Source: an optimization exercise on an open RTL-to-GDS flow (aim: small area). Production flows keep margins and buffers that such runs may drop. In this exercise RTL edits were held to simulation tests only and were not proved equivalent to the original. No activity file was given, so power comes from the tool's default toggle rates.

Setup of run 1:
Design bus_fab_top, start of the top module:
module bus_fab_top #(
    parameter int MST_NUM = 3,
    parameter int SLV_NUM = 4
) (
    input  logic                  clk,
    input  logic                  rst_n,
    input  logic [MST_NUM-1:0]    mst_req_vld,
    output logic [MST_NUM-1:0]    mst_req_rdy,
    input  logic [MST_NUM*69-1:0] mst_req,
    output logic [MST_NUM-1:0]    mst_rsp_vld,
    input  logic [MST_NUM-1:0]    mst_rsp_rdy,
    output logic [MST_NUM*34-1:0] mst_rsp,
    output logic [SLV_NUM-1:0]    slv_req_vld,
    input  logic [SLV_NUM-1:0]    slv_req_rdy,
    output logic [SLV_NUM*69-1:0] slv_req,
    input  logic [SLV_NUM-1:0]    slv_rsp_vld,
    output logic [SLV_NUM-1:0]    slv_rsp_rdy,
    input  logic [SLV_NUM*34-1:0] slv_rsp
);
    localparam int REQ_W = 69;
    localparam int RSP_W = 34;
    localparam int REG_LSB = 36 + 28;
    logic [2*SLV_NUM-1:0] ptr;       
    logic [SLV_NUM-1:0]   held;
    logic [MST_NUM-1:0]   fault_r;
    logic [2*SLV_NUM-1:0] ptr_nxt;
    logic [SLV_NUM-1:0]   held_nxt;
    logic [MST_NUM-1:0]   fault_nxt;
    logic [SLV_NUM*MST_NUM-1:0] hold;   
    logic [SLV_NUM*MST_NUM-1:0] sel;    
    logic [SLV_NUM*MST_NUM-1:0] vm;     
    logic [RSP_W-1:0] slv_rsp3_n;
    for (genvar b = 0; b < RSP_W; b++) begin : g_r3n
        g_inv u_inv (.a(slv_rsp[3*RSP_W + b]), .y(slv_rsp3_n[b]));
    end
    logic [MST_NUM-1:0] mapped, mapped_vld, region0, fault_n, fault_set_n;
    for (genvar m = 0; m < MST_NUM; m++) begin : g_mc
        localparam int A = m*REQ_W + REG_LSB;
        logic [SLV_NUM-1:0] sel_m, hold_m;
        for (genvar s = 0; s < SLV_NUM; s++) begin : g_t
            assign sel_m[s]  = sel[s*MST_NUM + m];
            assign hold_m[s] = hold[s*MST_NUM + m];
        end
        g_nor2  u_mn  (.a(mst_req[A+3]), .b(mst_req[A+2]), .y(mapped[m]));
        g_and2  u_mv  (.a(mst_req_vld[m]), .b(mapped[m]), .y(mapped_vld[m]));
  ...
export LEC_CHECK = 0
export CAP_MARGIN = 20
export CELL_PAD_IN_SITES_DETAIL_PLACEMENT = 1
export CORE_AREA = 5 5 225 225
export CTS_BUF_LIST = sky130_fd_sc_hd__clkbuf_8
export DIE_AREA = 0 0 230 230
export PLACE_DENSITY = 0.45
export SLEW_MARGIN = 20
export SYNTH_HIERARCHICAL = 1
create_clock -name core_clock -period 10.0 [get_ports {clk}]
standard.sh (not shown) runs the stock make flow with config.mk's settings and CLKGATE_MAP_FILE= SYNTH_SCRIPT=/design/flow/synth_recipe.tcl, a recipe that flattens the netlist after the stock synthesis.
==> flow/flow/run.sh <==
#!/bin/bash
# The standard layout, with every port buffered by a buf_1 instead of the
# default delay buffer, and the pins placed bit slice by bit slice around
# the die (flow/pins.tcl).
set -euo pipefail
export BUFFER_PORTS_ARGS="-buffer_cell sky130_fd_sc_hd__buf_1"
export IO_CONSTRAINTS="$PWD/flow/pins.tcl"
bash standard.sh > standard.log 2>&1
Other scripts of this flow, unchanged in this note and not shown: flow/flow/pins.tcl
The following lists how run 2 was set up differently from run 1:
diff --git a/flow/config.mk b/flow/config.mk
--- a/flow/config.mk
+++ b/flow/config.mk
@@ -9,5 +9,5 @@
 export CELL_PAD_IN_SITES_DETAIL_PLACEMENT = 1
 export CORE_AREA = 5 5 225 225
-export CTS_BUF_LIST = sky130_fd_sc_hd__clkbuf_8
+export CTS_BUF_LIST = sky130_fd_sc_hd__clkbuf_4
 export DIE_AREA = 0 0 230 230
 export PLACE_DENSITY = 0.45
==> comparison <==
Run 2 against run 1: final hold slack rose by 0.011 ns, total power fell by about 0.6%. [compare] base=run 1 new=run 2: utilization now sits at about the same level; total area of sequential cells roughly the same. Between run 1 and run 2, the count of fill cells added during filler insertion does not differ in any meaningful way.
Edits applied to the flow inputs when going from run 2 to run 3:
diff --git a/flow/config.mk b/flow/config.mk
--- a/flow/config.mk
+++ b/flow/config.mk
@@ -6,10 +6,10 @@
 export NUM_CORES = 4
 export LEC_CHECK = 0
-export CAP_MARGIN = 20
+export CAP_MARGIN = 5
 export CELL_PAD_IN_SITES_DETAIL_PLACEMENT = 1
 export CORE_AREA = 5 5 225 225
-export CTS_BUF_LIST = sky130_fd_sc_hd__clkbuf_4
+export CTS_BUF_LIST = sky130_fd_sc_hd__clkbuf_8
 export DIE_AREA = 0 0 230 230
 export PLACE_DENSITY = 0.45
-export SLEW_MARGIN = 20
+export SLEW_MARGIN = 5
 export SYNTH_HIERARCHICAL = 1
--- outcome ---
Any difference in final standard cell area without fillers between run 2 and run 3 is small enough to ignore.
Taking run 2 as the reference, in run 3 via count of the first global-routing pass roughly the same; final period utilization essentially unchanged; max-cap check violation count neither gained nor lost much; end-of-flow core utilization has remained practically unchanged; aggregate routed wire length about even.
The following lists how run 4 was set up differently from run 3:
diff --git a/flow/config.mk b/flow/config.mk
--- a/flow/config.mk
+++ b/flow/config.mk
@@ -6,10 +6,10 @@
 export NUM_CORES = 4
 export LEC_CHECK = 0
-export CAP_MARGIN = 5
+export CAP_MARGIN = 20
 export CELL_PAD_IN_SITES_DETAIL_PLACEMENT = 1
 export CORE_AREA = 5 5 225 225
-export CTS_BUF_LIST = sky130_fd_sc_hd__clkbuf_8
+export CTS_BUF_LIST = sky130_fd_sc_hd__clkbuf_4 sky130_fd_sc_hd__clkbuf_8
 export DIE_AREA = 0 0 230 230
 export PLACE_DENSITY = 0.45
-export SLEW_MARGIN = 5
+export SLEW_MARGIN = 20
 export SYNTH_HIERARCHICAL = 1
Findings:
Run 4 finished all stages; the layout is clean. Run 3 -> run 4: die outline area flat. Run 4 vs. run 3: number of vias in the routed layout comparable; sequential share of layout area comparable; average wire length per cell after detail routing comparable; final routed DRC violation total comparable; non-clock buffer share of cell area comparable. [compare] base=run 3 new=run 4: worst setup slack +0.018 ns; post-route cell area held steady; final worst hold slack has remained practically unchanged; overall power of the completed layout stayed essentially flat.

## what the ideal ports hide
No port has a modelled driver above. Below, the same layouts with a new extraction and two added sets of constraints. Step 1, drivers: a clkbuf_16 drives clk and a buf_2 each remaining input, both assumed. Step 2 adds t to the input delays and takes it off the output delays; t is the mean of the earliest and latest rising clock arrival at the registers after step 1. Input paths then give back, and output paths get back, about the clock's delay inside the block. Three values: ideal ports, drivers, drivers and shift; two values: the first two.
| run | t, ns | setup slack, ns | worst setup path after step 2 | slew at the worst register clock pin (ns) |
|---|---|---|---|---|
| run 1 | 0.285 | 3.431 / 3.386 / 3.386 | input to output | 0.07 / 0.07 |
| run 2 | 0.330 | 3.420 / 3.374 / 3.374 | input to output | 0.12 / 0.12 |
| run 3 | 0.286 | 3.413 / 3.365 / 3.365 | input to output | 0.07 / 0.07 |
| run 4 | 0.285 | 3.431 / 3.386 / 3.386 | input to output | 0.07 / 0.07 |
After both steps every run listed still meets setup and hold. The setup slack of run 3, which loses most, moves by -0.048 ns with the drivers and by -0.048 ns with both steps.
